Source: an optimization exercise on an open RTL-to-GDS flow (aim: small area, a short achievable clock period and few clock cycles per item). Production flows keep margins and buffers that such runs may drop.
Function was checked by simulation only, so behaviour that the tests miss may differ from the original.
Power and IR drop assume default switching activity.

==> design/flow/design.v <==
`timescale 1ns / 1ps
`default_nettype none
package stns_pkg;
   localparam int MAX_KEEP_DEF = 16;
   localparam int ID_BITS_DEF  = 15;
   localparam int SCORE_W      = 16;
   localparam int TOP_N_W      = 5;
   localparam logic [TOP_N_W-1:0] TOP_N_RST = TOP_N_W'(3);
   localparam logic signed [SCORE_W:0] SCORE_START = {2'b01, {(SCORE_W-1){1'b0}}};
   typedef struct packed {
      logic load_item;
      logic scan_init;
      logic scan_run;
      logic inv_mode;
      logic commit;
      logic emit_init;
      logic emit_load;
   } stns_cmd_type;
   typedef struct packed {
      logic scan_done;
      logic item_last;
      logic overflowed;
      logic out_free;
      logic emit_last;
   } stns_status_type;
endpackage
`default_nettype wire
`timescale 1ns / 1ps
`default_nettype none
module stns_ctrl (
   input  logic                      clock,
   input  logic                      reset,
   input  logic                      req_valid,
   output logic                      req_ready,
   input  stns_pkg::stns_status_type status,
   output stns_pkg::stns_cmd_type    cmd
);
   typedef enum logic [6:0] {
      ST_IDLE   = 7'b0000001,
      ST_SCAN   = 7'b0000010,
      ST_COMMIT = 7'b0000100,
      ST_INVERT = 7'b0001000,
      ST_EADDR  = 7'b0010000,
      ST_ESLOT  = 7'b0100000,
      ST_ELOAD  = 7'b1000000
   } state_type;
   state_type state_ff;
   state_type state_in;
   always_ff @(posedge clock) begin
      if (reset) begin
         state_ff <= ST_IDLE;
      end else begin
         state_ff <= state_in;
      end
   end
   always_comb begin
      state_in  = state_ff;
      cmd       = '0;
      req_ready = 1'b0;
      unique case (state_ff)
         ST_IDLE: begin
            req_ready = 1'b1;
            if (req_valid) begin
               cmd.load_item = 1'b1;
               cmd.scan_init = 1'b1;
               state_in      = ST_SCAN;
            end
         end
         ST_SCAN: begin
            cmd.scan_run = 1'b1;
            if (status.scan_done) begin
               state_in = ST_COMMIT;
            end
         end
         ST_COMMIT: begin
            cmd.commit = 1'b1;
            if (!status.item_last) begin
               state_in = ST_IDLE;
            end else if (status.overflowed) begin
               cmd.emit_init = 1'b1;
               state_in      = ST_EADDR;
            end else begin
               cmd.scan_init = 1'b1;
               state_in      = ST_INVERT;
            end
         end
         ST_INVERT: begin
            cmd.scan_run = 1'b1;
            cmd.inv_mode = 1'b1;
            if (status.scan_done) begin
               cmd.emit_init = 1'b1;
               state_in      = ST_EADDR;
            end
         end
         ST_EADDR: begin
            state_in = ST_ESLOT;
         end
         ST_ESLOT: begin
            state_in = ST_ELOAD;
         end
         ST_ELOAD: begin
            cmd.emit_load = 1'b1;
            if (status.out_free) begin
               state_in = status.emit_last ? ST_IDLE : ST_EADDR;
            end
         end
         default: begin
            state_in = ST_IDLE;
         end
      endcase
   end
endmodule
`default_nettype wire
`timescale 1ns / 1ps
`default_nettype none
module stns_dpath #(
   parameter int MAX_KEEP = stns_pkg::MAX_KEEP_DEF,
   parameter int ID_BITS  = stns_pkg::ID_BITS_DEF
) (
   input  logic                               clock,
   input  logic                               reset,
   input  logic                               csr_we,
   input  logic [stns_pkg::TOP_N_W-1:0]       csr_wdata,
   input  logic [ID_BITS-1:0]                 in_owner,
   input  logic [ID_BITS-1:0]                 in_nb,
   input  logic signed [stns_pkg::SCORE_W-1:0] in_score,
   input  logic                               in_last,
   input  stns_pkg::stns_cmd_type             cmd,
   output stns_pkg::stns_status_type          status,
   output logic                               out_valid,
   input  logic                               out_ready,
   output logic [ID_BITS-1:0]                 out_owner,
   output logic [ID_BITS-1:0]                 out_nb,
   output logic signed [stns_pkg::SCORE_W-1:0] out_score,
   output logic                               out_last
);
   localparam int SLOT_W    = (MAX_KEEP > 1) ? $clog2(MAX_KEEP) : 1;
   localparam int CNT_W     = $clog2(MAX_KEEP + 1);
   localparam int MEM_DEPTH = 1 << SLOT_W;
   localparam int CMP_W     = (CNT_W > stns_pkg::TOP_N_W) ? CNT_W : stns_pkg::TOP_N_W;
   logic [ID_BITS-1:0]        nb_mem   [MEM_DEPTH];
   logic signed [stns_pkg::SCORE_W-1:0] sc_mem   [MEM_DEPTH];
   logic [SLOT_W-1:0]         rank_mem [MEM_DEPTH];   
   logic [SLOT_W-1:0]         inv_mem  [MEM_DEPTH];   
   logic [ID_BITS-1:0]        nb_rd_ff;
   logic signed [stns_pkg::SCORE_W-1:0] sc_rd_ff;
   logic [SLOT_W-1:0]         rank_rd_ff;
   logic [SLOT_W-1:0]         inv_rd_ff;
   logic [stns_pkg::TOP_N_W-1:0] top_n_ff;
   logic [CNT_W-1:0]   fill_ff;
   logic               ovf_ff;
   logic               p_vld_ff;
   logic               out_valid_ff;
   logic [ID_BITS-1:0]        run_owner_ff;
   logic [ID_BITS-1:0]        item_nb_ff;
   logic signed [stns_pkg::SCORE_W-1:0] item_sc_ff;
   logic                      item_last_ff;
   logic                      mode_fill_ff;
   logic [CNT_W-1:0]          i_ff;
   logic [SLOT_W-1:0]         p_idx_ff;
   logic [SLOT_W-1:0]         cnt_ff;
   logic signed [stns_pkg::SCORE_W:0]   lo_ff;
   logic [SLOT_W-1:0]         lo_idx_ff;
   logic [CNT_W-1:0]          j_ff;
   logic [ID_BITS-1:0]        out_owner_ff;
   logic [ID_BITS-1:0]        out_nb_ff;
   logic signed [stns_pkg::SCORE_W-1:0] out_sc_ff;
   logic                      out_last_ff;
   logic                      can_fill;
   logic                      issue;
   logic                      proc;
   logic                      out_free;
   logic                      out_load;
   logic                      emit_last;
   logic                      sc_lt_item;
   logic                      sc_lt_lo;
   logic                      item_gt_lo;
   logic signed [stns_pkg::SCORE_W:0]   sc_ext;
   logic signed [stns_pkg::SCORE_W:0]   item_ext;
   logic [SLOT_W-1:0]         slot_addr;
   logic [SLOT_W-1:0]         sc_addr;
   logic [SLOT_W-1:0]         fill_addr;
   logic                      rank_we;
   logic [SLOT_W-1:0]         rank_wa;
   logic [SLOT_W-1:0]         rank_wd;
   logic                      slot_we;
   logic [SLOT_W-1:0]         slot_wa;
   assign can_fill = (fill_ff < CNT_W'(MAX_KEEP)) &&
                     ((CMP_W'(fill_ff) < CMP_W'(top_n_ff)) ||
                      ((top_n_ff == '0) && (fill_ff == '0)));
   assign fill_addr  = fill_ff[SLOT_W-1:0];
   assign issue      = cmd.scan_run && (i_ff != fill_ff);
   assign proc       = cmd.scan_run && p_vld_ff;
   assign sc_ext     = {sc_rd_ff[stns_pkg::SCORE_W-1], sc_rd_ff};
   assign item_ext   = {item_sc_ff[stns_pkg::SCORE_W-1], item_sc_ff};
   assign sc_lt_item = sc_rd_ff < item_sc_ff;
   assign sc_lt_lo   = sc_ext < lo_ff;
   assign item_gt_lo = item_ext > lo_ff;
   assign out_free  = !out_valid_ff || out_ready;
   assign out_load  = cmd.emit_load && out_free;
   assign emit_last = (j_ff + CNT_W'(1)) == fill_ff;
   assign slot_addr = ovf_ff ? j_ff[SLOT_W-1:0] : inv_rd_ff;
   assign sc_addr   = cmd.scan_run ? i_ff[SLOT_W-1:0] : slot_addr;
   always_comb begin
      rank_we = 1'b0;
      rank_wa = fill_addr;
      rank_wd = cnt_ff;
      if (cmd.commit && mode_fill_ff) begin
         rank_we = 1'b1;
      end else if (proc && !cmd.inv_mode && mode_fill_ff && !sc_lt_item) begin
         rank_we = 1'b1;
         rank_wa = p_idx_ff;
         rank_wd = rank_rd_ff + SLOT_W'(1);
      end
   end
   assign slot_we = cmd.commit && (mode_fill_ff || item_gt_lo);
   assign slot_wa = mode_fill_ff ? fill_addr : lo_idx_ff;
   always_ff @(posedge clock) begin
      if (slot_we) begin
         nb_mem[slot_wa] <= item_nb_ff;
         sc_mem[slot_wa] <= item_sc_ff;
      end
      if (rank_we) begin
         rank_mem[rank_wa] <= rank_wd;
      end
      if (proc && cmd.inv_mode) begin
         inv_mem[rank_rd_ff] <= p_idx_ff;
      end
      nb_rd_ff   <= nb_mem[slot_addr];
      sc_rd_ff   <= sc_mem[sc_addr];
      rank_rd_ff <= rank_mem[i_ff[SLOT_W-1:0]];
      inv_rd_ff  <= inv_mem[j_ff[SLOT_W-1:0]];
   end
   always_ff @(posedge clock) begin
      if (reset) begin
         top_n_ff     <= stns_pkg::TOP_N_RST;
         fill_ff      <= '0;
         ovf_ff       <= 1'b0;
         p_vld_ff     <= 1'b0;
         out_valid_ff <= 1'b0;
         run_owner_ff <= '0;
      end else begin
         if (csr_we) begin
            top_n_ff <= csr_wdata;
         end
         if (cmd.load_item && (fill_ff == '0) && !ovf_ff) begin
            run_owner_ff <= in_owner;
         end
         p_vld_ff <= issue;
         if (out_load && emit_last) begin
            fill_ff <= '0;
            ovf_ff  <= 1'b0;
         end else begin
            if (cmd.load_item && !can_fill) begin
               ovf_ff <= 1'b1;
            end
            if (cmd.commit && mode_fill_ff) begin
               fill_ff <= fill_ff + CNT_W'(1);
            end
         end
         if (out_load) begin
            out_valid_ff <= 1'b1;
         end else if (out_ready) begin
            out_valid_ff <= 1'b0;
         end
      end
   end
   always_ff @(posedge clock) begin
      if (cmd.load_item) begin
         item_nb_ff   <= in_nb;
         item_sc_ff   <= in_score;
         item_last_ff <= in_last;
         mode_fill_ff <= can_fill;
      end
      p_idx_ff <= i_ff[SLOT_W-1:0];
      if (cmd.scan_init) begin
         i_ff      <= '0;
         cnt_ff    <= '0;
         lo_ff     <= stns_pkg::SCORE_START;
         lo_idx_ff <= '0;
      end else begin
         if (issue) begin
            i_ff <= i_ff + CNT_W'(1);
         end
         if (proc && !cmd.inv_mode) begin
            if (mode_fill_ff) begin
               if (sc_lt_item) begin
                  cnt_ff <= cnt_ff + SLOT_W'(1);
               end
            end else if (sc_lt_lo) begin
               lo_ff     <= sc_ext;
               lo_idx_ff <= p_idx_ff;
            end
         end
      end
      if (cmd.emit_init) begin
         j_ff <= '0;
      end else if (out_load) begin
         j_ff <= j_ff + CNT_W'(1);
      end
      if (out_load) begin
         out_owner_ff <= run_owner_ff;
         out_nb_ff    <= nb_rd_ff;
         out_sc_ff    <= sc_rd_ff;
         out_last_ff  <= emit_last;
      end
   end
   assign status.scan_done  = (i_ff == fill_ff) && !p_vld_ff;
   assign status.item_last  = item_last_ff;
   assign status.overflowed = ovf_ff;
   assign status.out_free   = out_free;
   assign status.emit_last  = emit_last;
   assign out_valid = out_valid_ff;
   assign out_owner = out_owner_ff;
   assign out_nb    = out_nb_ff;
   assign out_score = out_sc_ff;
   assign out_last  = out_last_ff;
endmodule
`default_nettype wire
`timescale 1ns / 1ps
`default_nettype none
module streaming_top_n_selector #(
   parameter int MAX_KEEP = stns_pkg::MAX_KEEP_DEF,
   parameter int ID_BITS  = stns_pkg::ID_BITS_DEF
) (
   input  logic                                                 clock,
   input  logic                                                 reset,
   input  logic                                                 csr_we,
   input  logic [stns_pkg::TOP_N_W-1:0]                         csr_wdata,   
   input  logic                                                 req_tvalid,
   output logic                                                 req_tready,
   input  logic [((2*ID_BITS+stns_pkg::SCORE_W+7)/8)*8-1:0]     req_tdata,
   input  logic                                                 req_tlast,
   output logic                                                 rsp_tvalid,
   input  logic                                                 rsp_tready,
   output logic [((2*ID_BITS+stns_pkg::SCORE_W+7)/8)*8-1:0]     rsp_tdata,
   output logic                                                 rsp_tlast
);
   localparam int DATA_W = ((2*ID_BITS+stns_pkg::SCORE_W+7)/8)*8;
   stns_pkg::stns_cmd_type    cmd;
   stns_pkg::stns_status_type status;
   logic [ID_BITS-1:0]        in_owner;
   logic [ID_BITS-1:0]        in_nb;
   logic signed [stns_pkg::SCORE_W-1:0] in_score;
   logic [ID_BITS-1:0]        out_owner;
   logic [ID_BITS-1:0]        out_nb;
   logic signed [stns_pkg::SCORE_W-1:0] out_score;
   assign in_owner = req_tdata[ID_BITS-1:0];
   assign in_nb    = req_tdata[2*ID_BITS-1:ID_BITS];
   assign in_score = $signed(req_tdata[2*ID_BITS+stns_pkg::SCORE_W-1:2*ID_BITS]);
   stns_ctrl u_ctrl (
      .clock     (clock),
      .reset     (reset),
      .req_valid (req_tvalid),
      .req_ready (req_tready),
      .status    (status),
      .cmd       (cmd)
   );
   stns_dpath #(
      .MAX_KEEP (MAX_KEEP),
      .ID_BITS  (ID_BITS)
   ) u_dpath (
      .clock     (clock),
      .reset     (reset),
      .csr_we    (csr_we),
      .csr_wdata (csr_wdata),
      .in_owner  (in_owner),
      .in_nb     (in_nb),
      .in_score  (in_score),
      .in_last   (req_tlast),
      .cmd       (cmd),
      .status    (status),
      .out_valid (rsp_tvalid),
      .out_ready (rsp_tready),
      .out_owner (out_owner),
      .out_nb    (out_nb),
      .out_score (out_score),
      .out_last  (rsp_tlast)
   );
   assign rsp_tdata = DATA_W'({out_score, out_nb, out_owner});
endmodule
`default_nettype wire
==> design/flow/run.sh <==
#!/bin/bash
# synth_recipe.tcl (not shown) runs the flow's synth.tcl, then flattens the netlist and writes it again
# the make line also repeats each setting of config.mk as NAME=value (left out here)
make -C /OpenROAD-flow-scripts/flow DESIGN_CONFIG=/design/flow/config.mk WORK_HOME=/design/flow/orfs CLKGATE_MAP_FILE= SYNTH_SCRIPT=/design/flow/synth_recipe.tcl finish
==> design/flow/config.mk <==
export PLATFORM = sky130hd
export DESIGN_NAME = streaming_top_n_selector
export DESIGN_NICKNAME = streaming_top_n_selector
export VERILOG_FILES = /design/flow/design.v
export SDC_FILE = /design/flow/constraint.sdc
export NUM_CORES = 4
export LEC_CHECK = 0
export CAP_MARGIN = 20
export CORE_MARGIN = 2
export CORE_UTILIZATION = 40
export SLEW_MARGIN = 20
==> design/flow/constraint.sdc <==
create_clock -name core_clock -period 6.0 [get_ports {clock}]
set_input_delay 1.2000 -clock core_clock [delete_from_list [all_inputs] [get_ports {clock}]]
set_output_delay 1.2000 -clock core_clock [all_outputs]
set_load 0.01 [all_outputs]
==> metrics.md <==
| Metric | Value |
|---|---|
| I/O Pins | `110` |
| Slew @ Worst Pin | `1.07 ns` |
| First-pass GRT wire length | `108000 um` |
| Vias post-DR | `17000` |
| Power Internal | `11.1 mW` |
| Die X | `287 um` |
| Pre-CTS setup slack | `1.39 ns` |
| Sequential cell area | `23400 um2` |
| Sequential area share after synthesis | `72.8%` |
| Post-synth EDFFs | `704` |
| Row count | `103` |
| Synth Area per Inst | `17.3 um2` |
| Final Util | `47.4%` |
| Highest Clock Rate | `0.225 GHz` |
| Antenna Nets Post-Route | `0` |
| Final period util | `74.0%` |
| Worst path slowest cell | `o32ai_1` |
| Worst IR drop on VDD | `0.000247 V` |
| Fin worst setup slack | `1.56 ns` |
| Clock transition at path regs | `0.06 ns` |
| CTS tree | `done` |
| Clock root buffer | `clkbuf_16` |
| Yosys cell types | `63` |
| Largest net degree at the start of global routing | `63` |
| Hold Path Class | `reg2reg` |
| Area of the multi-input gates | `8310 um2` |
| Synthesis-stage register bit count | `817` |
| Crit path kind | `reg2reg` |
| Busiest metal layer after global routing | `met2` |
| Num CTS Buffers | `86` |
| Switching share of power | `27.4%` |
| Post-CTS sizing | `0` |
| Fin nets | `2141` |
| Crit end category | `register` |
| Startpoint types | `register` |
| Crit-path max cell delay | `0.84 ns` |
| Run status | `complete, no violations` |
| Synth area leader | `edfxtp_1` |
| Die height | `287 um` |
| DR WL/cell | `22.9 um` |
| # setup viols final | `0` |
| Met2 GRT Util | `28.3%` |
| RSZ-0062 raised after global routing | `false` |
| Max-cap viol count | `0` |
| Syn Inst Count | `1862` |
| Async set-reset flop share out of synthesis | `0%` |
| Layout cells sized above 1 | `16.1%` |
| Fillers | `6656` |
| Hold Fails Final Rpt | `0` |
| Post-CTS setup buffer count | `0` |
| Number of remaining DRC errors | `0` |
| Headroom to the max-slew limit | `28.4%` |
| Seq pwr share | `44.6%` |
| Synth warn | `2` |
| DR pass1 iterations | `5` |
| Top_reg_cell synth | `edfxtp_1` |
| Cell Area, Synth | `32100 um2` |
| Final max-slew violation count | `0` |
| GRT Residual Overflow | `0` |
| Antenna fix cells | `0` |
| Total die area | `82600 um2` |
| Clock power share | `35.2%` |
| Crit path DAT | `4.69 ns` |
| Avg Vias per Cell | `5.40` |
| CP max FO | `18` |
| Tmin final | `4.44 ns` |
| Worst Path Required | `6.25 ns` |
| Gr usage total | `17.6%` |
| Total power | `15.3 mW` |
| GR Layer Usage met1 | `24.4%` |
| Yosys top cell area share | `65.8%` |
| IO buf count | `105` |
| Vias in the first global route | `17400` |
| Main area contributors after synthesis | `edfxtp_1 66%, dfxtp_1 7.0%, mux4_2 7.0%, mux2i_1 4.9%, ha_1 2.4%` |
| Core Region | `79300 um2` |
| Area Growth Syn to Fin | `16.9%` |
| Initial antenna violation count | `1` |
| Leak | `12.8 nW` |
| Crit path cell chain | `inv_1, ha_1, and4_1, nand2_1, o41ai_1, a22oi_1, a211oi_1, nor2_2, o32ai_1` |
| Total Routed Length | `72100 um` |
| Worst-skew pair later-pin latency | `0.64 ns` |
| Clock Sink Count | `817` |
| Global-route met3 utilization | `3.04%` |
| Max clock buf depth | `3` |
| Initial Utilization | `40.6%` |
| HPWL after DPL | `43400 um` |
| Logic pwr share | `20.2%` |
| Setup Total Neg Slack | `0 ns` |
| Post-CTS Hold Buffers | `0` |
| Placer Congestion | `0.830` |
| Worst Clk Skew | `0.0205 ns` |
| 1st-iter DRT viols | `1366` |
| Pwr Density | `408 nW/um2` |
| Net Switching | `4.19 mW` |
| H-tree depth | `3` |
[worst paths after layout]
check	depth (start not counted)	slack, ns	endpoint	start
setup / recovery	9	1.56	u_dpath.rank_mem[14][3]	u_dpath.item_sc_ff[13]
hold / removal	0	0.40	u_dpath.out_nb_ff[8]	u_dpath.nb_rd_ff[8]
setup reg to reg	9	1.56	u_dpath.rank_mem[14][3]	u_dpath.item_sc_ff[13]
hold reg to reg	0	0.40	u_dpath.out_nb_ff[8]	u_dpath.nb_rd_ff[8]
[cells in the mapped netlist, types with 20 or more instances]
cell / n
a211oi_1: 21
edfxtp_1: 704
clkbuf_1: 40
nand2_1: 82
a31oi_1: 20
mux2i_1: 158
inv_1: 59
nor2_1: 93
buf_2: 26
nor3_1: 28
o22ai_1: 67
mux4_2: 100
mux2_2: 22
o21ai_0: 20
dfxtp_1: 113
ha_1: 61
a21oi_1: 26
[per-stage QoR]
step	cells	cell area [um2]	hold WS, ns
after floorplan	1863	32100	0.329
after global placement	2983	34700	0.388
after detailed placement	2983	34700	0.389
after CTS	3145	37600	0.404
after global routing	3145	37600	0.408
final	3145	37600	0.403
[critical path: cells and delay by family, from the launching register on]
family	cells	cell delay (ns)
buffers and inverters	1	0.10
flip-flops	1	0.73
adder cells (fa/ha/maj)	1	0.31
AO/OA/AOI/OAI	4	2.25
AND/OR/NAND/NOR	3	0.65
[flip-flops by register name, summed over array words and instances, names as in the netlist, 16 cells and up]
register	flops
u_dpath.nb_mem	240
u_dpath.sc_mem	256
u_dpath.inv_mem	64
u_dpath.item_sc_ff	16
u_dpath.out_sc_ff	16
u_dpath.rank_mem	64
u_dpath.lo_ff	17
u_dpath.sc_rd_ff	16
[power by group through the flow]
| stage | Combinational (mW) | Clock, mW | Sequential [mW] |
|---|---|---|---|
| after floorplan | 2.28 | 0 | 6.79 |
| after global routing | 3.38 | 5.71 | 6.87 |
| after CTS | 3.14 | 5.50 | 6.84 |
| after detailed placement | 3.13 | 0 | 6.96 |
| after global placement | 3.09 | 0 | 6.94 |
| final | 3.10 | 5.38 | 6.83 |
[kinds of logic after synthesis]
logic type	Yosys count	share of synthesized area, %
flops	817	72.8
other cells	1	0.0117
xor+xnor	26	0.708
mux	280	12.7
fa+ha+maj	61	2.37
buf+inv	146	1.95
compound gates	217	4.71
simple gates	314	4.75
[area by class of cell]
type	count	share of cell area [%]
clock inverters	51	1.53
multi-input cells	900	22.1
inverters	59	0.589
clock buffers	111	6.16
well taps	1050	3.50
flip-flops and latches	817	62.3
repair buffers	157	3.82
[cell usage in the layout (no fill, tap or decap), types with 11 or more instances in the layout]
cell type / count
clkdlybuf4s50_1: 104
mux2_2: 21
nor2_1: 84
o22ai_1: 67
nand2_1: 82
nand4_1: 12
and2_1: 16
inv_1: 59
dfxtp_1: 113
mux4_2: 100
mux2i_1: 156
clkbuf_16: 86
bufinv_16: 11
nand3_1: 17
a21o_1: 13
nor3_1: 20
ha_1: 61
o32ai_1: 13
o21ai_0: 18
clkinv_1: 17
a31oi_1: 20
a21oi_1: 25
clkbuf_1: 18
buf_4: 52
xnor2_1: 11
clkinv_2: 13
or4_1: 18
edfxtp_1: 704
xor2_1: 15
a211oi_1: 21
[metal layers]
| metal | up-vias | part of all wire, % |
|---|---|---|
| met5 | - | 0 |
| met4 | 0 | 2.7 |
| met3 | 125 | 5.5 |
| met2 | 503 | 47 |
| met1 | 8666 | 45 |
| li1 | 7693 | - |
Testbench counts, summed over its fixed seeds: cycles 59,481, items 5,341.

==> port drivers added, routing unchanged <==
The results above use ideal ports. As a check the final layout listed here was re-extracted and re-timed, cells and wires unchanged.
Step 1, drivers: a clkbuf_16 drives clock and a buf_2 each remaining input, both assumed.
Step 2 moves the port delays by t, midway between the first and last clock arrival at a register: inputs arrive t later, outputs are due t later. That takes back most of the time a late clock gives input paths.
Three values: ideal ports, drivers, drivers and shift; two values: the first two.
t (ns): 0.695
setup slack, ns: 1.557 / 1.557 / 1.557
hold slack, ns: 0.403 / 0.403 / 0.403
worst register clock-pin slew, ns: 0.06 / 0.06
worst data-port slew with drivers (ns): 0.05
After both steps setup and hold are still met in this run. The setup slack of this run moves by 0.000 ns with the drivers and by 0.000 ns with both steps.
